What follows belongs to an exercise in optimizing a design on an open flow for small area, a short achievable clock period and few clock cycles per item; a production flow would make more cautious choices. RTL that was checked went through simulation tests only; none was proved equivalent to the original. No activity file was given, so power comes from the tool's default toggle rates.

Design rational_arith_unit, start of the top module:
module rational_arith_unit #(
   parameter int WORD_BITS = 32
) (
   input  logic                        clock,
   input  logic                        reset,
   input  logic                        req_push,
   output logic                        req_full,
   input  logic        [2:0]           req_command,
   input  logic signed [WORD_BITS-1:0] req_a_num,
   input  logic signed [WORD_BITS-1:0] req_a_den,
   input  logic signed [WORD_BITS-1:0] req_b_num,
   input  logic        [WORD_BITS-2:0] req_b_den,
   output logic                        rsp_empty,
   input  logic                        rsp_pop,
   output logic signed [WORD_BITS-1:0] rsp_res_num,
   output logic        [WORD_BITS-2:0] rsp_res_den,
   output logic                        rsp_compare_true,
   output logic        [1:0]           rsp_status
);
   localparam logic [2:0] CMD_REDUCE = 3'd0;
   localparam logic [2:0] CMD_ADD    = 3'd1;
   localparam logic [2:0] CMD_SUB    = 3'd2;
   localparam logic [2:0] CMD_MUL    = 3'd3;
   localparam logic [2:0] CMD_DIV    = 3'd4;
   localparam logic [2:0] CMD_EQ     = 3'd5;
   localparam logic [2:0] CMD_LT     = 3'd6;
   localparam logic [1:0] STATUS_OK       = 2'd0;
   localparam logic [1:0] STATUS_ZERO_DEN = 2'd1;
   localparam logic [1:0] STATUS_OVERFLOW = 2'd2;
   localparam int W = WORD_BITS;
   localparam int MW = 2 * W;
   localparam int R = 4;                  
   localparam int NSTEP = (W + R - 1) / R;
   localparam int LW = NSTEP * R;         
   localparam int QW = W + LW;
   localparam int CNTW = $clog2(NSTEP);
   logic          s1_full, s1_prep, s1_mul;
   logic [CNTW-1:0] cnt_ff;
   logic [QW-1:0] q0_ff, q1_ff, q2_ff;
   logic [W-1:0]  xb_ff, xd_ff;
   logic [W+1:0]  x3b_ff, x3d_ff;        
   logic          c1_const, c1_cmp, c1_lt, c1_neg0, c1_neg1, c1_neg2, c1_use1, c1_inv;
   logic [1:0]    c1_cst;
   logic          st_idle, st_sum, st_gcd, st_const;
   logic [MW-1:0] ra_ff, rx_ff, rb_ff;
   logic [W-1:0]  m00_ff, m01_ff, m10_ff, m11_ff;
   logic          cmp_ff, lt_ff, neg0_ff, neg1_ff, neg2_ff, use1_ff, inv_ff;
   logic          nneg_ff, ovf_ff, cap_ff;
   logic [W-2:0]  tm_ff;
   logic [1:0]    cst_ff;
   logic          ovalid_ff;
   logic [W-1:0]  onum_ff;
   logic [W-2:0]  oden_ff;
   logic          ocmp_ff;
   logic [1:0]    ost_ff;
   logic         an_n, ad_n, bn_n;
  ...
export LEC_CHECK = 0
export CAP_MARGIN = 20
export CORE_MARGIN = 2
export CORE_UTILIZATION = 40
export SETUP_SLACK_MARGIN = 3.0
export SLEW_MARGIN = 20
create_clock -name core_clock -period 8.0 [get_ports {clock}]
run.sh (not shown) runs the stock make flow with config.mk's settings and CLKGATE_MAP_FILE= SYNTH_SCRIPT=/design/flow/synth_recipe.tcl, a recipe that flattens the netlist after the stock synthesis.
Next try:
--- a/flow/design.v
+++ b/flow/design.v
@@ -66,28 +66,27 @@
    localparam logic [2:0] CMD_MUL    = 3'd3;
    localparam logic [2:0] CMD_DIV    = 3'd4;
    localparam logic [2:0] CMD_EQ     = 3'd5;
    localparam logic [2:0] CMD_LT     = 3'd6;
    localparam logic [1:0] STATUS_OK       = 2'd0;
    localparam logic [1:0] STATUS_ZERO_DEN = 2'd1;
    localparam logic [1:0] STATUS_OVERFLOW = 2'd2;
    localparam int W = WORD_BITS;
    localparam int MW = 2 * W;
-   localparam int R = 4;                  
+   localparam int R = 3;                  
    localparam int NSTEP = (W + R - 1) / R;
    localparam int LW = NSTEP * R;         
    localparam int QW = W + LW;
    localparam int CNTW = $clog2(NSTEP);
-   logic          s1_full, s1_prep, s1_mul;
+   logic          s1_full, s1_mul;
    logic [CNTW-1:0] cnt_ff;
    logic [QW-1:0] q0_ff, q1_ff, q2_ff;
    logic [W-1:0]  xb_ff, xd_ff;
-   logic [W+1:0]  x3b_ff, x3d_ff;        
    logic          c1_const, c1_cmp, c1_lt, c1_neg0, c1_neg1, c1_neg2, c1_use1, c1_inv;
    logic [1:0]    c1_cst;
    logic          st_idle, st_sum, st_gcd, st_const;
    logic [MW-1:0] ra_ff, rx_ff, rb_ff;
    logic [W-1:0]  m00_ff, m01_ff, m10_ff, m11_ff;
    logic          cmp_ff, lt_ff, neg0_ff, neg1_ff, neg2_ff, use1_ff, inv_ff;
    logic          nneg_ff, ovf_ff, cap_ff;
    logic [W-2:0]  tm_ff;
    logic [1:0]    cst_ff;
@@ -135,34 +134,29 @@
             kcmp = 1'b1; klt = (req_command == CMD_LT);
             neg0 = an_n ^ ad_n; neg1 = bn_n; use1 = 1'b1;
             zd = (req_a_den == '0) || (req_b_den == '0);
          end
          default: begin
             kconst = 1'b1;
          end
       endcase
    end
-   function automatic logic [W+1:0] mdig(logic [W-1:0] x, logic [W+1:0] x3, logic [1:0] k);
-      case (k)
-         2'd0:    mdig = '0;
-         2'd1:    mdig = (W+2)'(x);
-         2'd2:    mdig = (W+2)'({x, 1'b0});
-         default: mdig = x3;
-      endcase
-   endfunction
    function automatic logic [W+R-1:0] mstep(logic [W-1:0] hi, logic [W-1:0] x,
-                                            logic [W+1:0] x3, logic [R-1:0] d);
-      mstep = (W+R)'(hi) + (W+R)'(mdig(x, x3, d[1:0])) + ((W+R)'(mdig(x, x3, d[3:2])) << 2);
+                                            logic [R-1:0] d);
+      mstep = (W+R)'(hi);
+      for (int k = 0; k < R; k++) begin
+         mstep = mstep + (d[k] ? ((W+R)'(x) << k) : '0);
+      end
    endfunction
    logic [W+R-1:0] t0, t1, t2;
-   assign t0 = mstep(q0_ff[QW-1:LW], xb_ff, x3b_ff, q0_ff[R-1:0]);
-   assign t1 = mstep(q1_ff[QW-1:LW], xd_ff, x3d_ff, q1_ff[R-1:0]);
-   assign t2 = mstep(q2_ff[QW-1:LW], xd_ff, x3d_ff, q2_ff[R-1:0]);
+   assign t0 = mstep(q0_ff[QW-1:LW], xb_ff, q0_ff[R-1:0]);
+   assign t1 = mstep(q1_ff[QW-1:LW], xd_ff, q1_ff[R-1:0]);
+   assign t2 = mstep(q2_ff[QW-1:LW], xd_ff, q2_ff[R-1:0]);
    logic [MW-1:0] sum0, sum1;
    logic          ge;
    assign rb_ff = ~rx_ff;
    rau_cadd #(.N(MW)) u_add (
       .a(ra_ff), .b(rx_ff), .sum0, .sum1, .cout1(ge)
    );
    logic          a_odd, b_odd, both_odd, both_ev, a_eq_b, a_zero;
    assign a_odd    = ra_ff[0];
    assign b_odd    = rb_ff[0];
@@ -313,36 +307,30 @@
                w_num = f_num; w_den = s1[W-2:0];
             end
          end else if (len_ovf) begin
             fin = 1'b1; w_st = STATUS_OVERFLOW;
          end
       end
    end
    assign wr       = fin && (!ovalid_ff || rsp_pop);
    assign stall    = fin && !wr;
-   assign handoff  = s1_full && !s1_prep && !s1_mul && (st_idle || wr);
+   assign handoff  = s1_full && !s1_mul && (st_idle || wr);
    assign req_full = s1_full;
    assign accept   = req_push && !req_full;
    always_ff @(posedge clock) begin
       if (reset) begin
          s1_full <= 1'b0;
-         s1_prep <= 1'b0;
          s1_mul  <= 1'b0;
       end else if (accept) begin
          s1_full <= 1'b1;
-         s1_prep <= !(kconst || zd) && !kred;
-         s1_mul  <= 1'b0;
+         s1_mul  <= !(kconst || zd) && !kred;
       end else begin
          if (handoff) s1_full <= 1'b0;
-         if (s1_prep) begin
-            s1_prep <= 1'b0;
-            s1_mul  <= 1'b1;
-         end
          if (s1_mul && cnt_ff == CNTW'(NSTEP - 1)) s1_mul <= 1'b0;
       end
    end
    always_ff @(posedge clock) begin
       if (accept) begin
          cnt_ff   <= '0;
          q0_ff    <= QW'(an);
          q1_ff    <= QW'(bn);
          q2_ff    <= QW'(ld_q2);
@@ -351,21 +339,18 @@
          c1_const <= kconst || zd;
          c1_cmp   <= kcmp;
          c1_lt    <= klt;
          c1_neg0  <= neg0;
          c1_neg1  <= neg1;
          c1_neg2  <= neg2;
          c1_use1  <= use1;
          c1_inv   <= kcmp || (neg0 != neg1);
          c1_cst   <= zd ? STATUS_ZERO_DEN : STATUS_OK;
-      end else if (s1_prep) begin
-         x3b_ff <= (W+2)'(xb_ff) + (W+2)'({xb_ff, 1'b0});
-         x3d_ff <= (W+2)'(xd_ff) + (W+2)'({xd_ff, 1'b0});
       end else if (s1_mul) begin
          cnt_ff <= cnt_ff + 1'b1;
          q0_ff  <= {t0, q0_ff[LW-1:R]};
          q1_ff  <= {t1, q1_ff[LW-1:R]};
          q2_ff  <= {t2, q2_ff[LW-1:R]};
       end
    end
    always_ff @(posedge clock) begin
       if (reset) begin
Combinational power barely changes.
Routed wire length increases by a few percent.
Final area decreases by a few percent.
Via count increases slightly.
Area after synthesis decreases by a few percent.
Testbench counts after the change, summed over its fixed seeds: cycles 70,943, items 4,000.
For the first run of this note, only the layout was checked, not whether the RTL still works.

---

== P ==
RTL: one of the versions met above, not the one the previous note started from.
Size in the first run: roughly 7700 cells after synthesis, about 640 flip-flops, ~200 I/O pins, roughly 63000 um^2 of cells after synthesis.
clock: 8.0 ns
lec_check: 0
cap_margin: 20
core_margin: 2
core_utilization: 50
setup_slack_margin: 3.6
slew_margin: 20
P completed; timing, DRC and antenna clean
Testbench counts of P, summed over its fixed seeds: cycles 70,943, items 4,000.
Setup changes, P to Q
-- flow/design.v --
<<< P, line 395
         inv_ff  <= c1_inv || !c1_use1;
         cst_ff  <= c1_cst;
      end else if (!stall) begin
         if (st_sum) begin
            ra_ff   <= nsum;
            rx_ff   <= ~{m01_ff, m11_ff};
>>> Q, line 395
         inv_ff  <= c1_inv || !c1_use1;
         cst_ff  <= c1_cst;
      end else begin
         if (st_sum && !cmp_ff) begin
            ra_ff   <= nsum;
            rx_ff   <= ~{m01_ff, m11_ff};
<<< P, line 407
            ra_ff  <= ra_g;
            rx_ff  <= ~rb_g;
            ovf_ff <= g_ovf;
            cap_ff <= both_ev;
            if (cap_ff) tm_ff <= tm_now;
>>> Q, line 407
            ra_ff  <= ra_g;
            rx_ff  <= ~rb_g;
            ovf_ff <= ovf_ff || g_ovf;
            cap_ff <= both_ev;
            if (cap_ff) tm_ff <= tm_now;
--- outcome ---
- Mean number of vias per cell of P is on par with Q.
- In Q, clock buffer count in the final layout is lower than in P.
- Sort P and Q by aggregate global-route resource usage, descending, and P comes first.
- Diff P -> Q: combinational fraction of design power moved up; highest clock rate moved down; fraction of power spent switching nets moved up; overall routed net length moved up.
- The setup slack of Q is smaller than that of P.
- Lower total internal power was reported by P, not Q.
- Q — total power 22% higher, P as reference
Function not checked in Q: the RTL went through the layout flow alone.

## what the ideal ports hide
How much do the figures lean on ideal ports? The routed layouts below were timed once more, with nothing changed but the port constraints.
Step 1 sets driving cells, clkbuf_16 on the clock port and buf_2 on the other inputs (assumed; they add their load-dependent delay and slew).
Step 2, shift: input delay + t, output delay - t, t = (earliest + latest rising clock arrival at the registers) / 2. This alone moves slack from input paths to output paths.
Three values: ideal, step 1, step 2; two values: the first two.
| run | shift t [ns] | slack for setup (ns) | hold WS [ns] |
|---|---|---|---|
| the first run of note 1 | 0.807 | 2.992 / 2.992 / 2.328 | 0.416 / 0.416 / 0.416 |
| the second run of note 1 | 0.806 | 2.897 / 2.897 / 2.367 | 0.413 / 0.413 / 0.413 |
| P | 0.798 | 3.409 / 3.409 / 2.854 | 0.420 / 0.420 / 0.420 |
| Q | 0.792 | 2.928 / 2.928 / 2.237 | 0.437 / 0.437 / 0.437 |
After both steps setup and hold are still met in every run listed. For Q, which loses most, drivers alone change the setup slack by 0.000 ns; drivers and shift together by -0.691 ns.
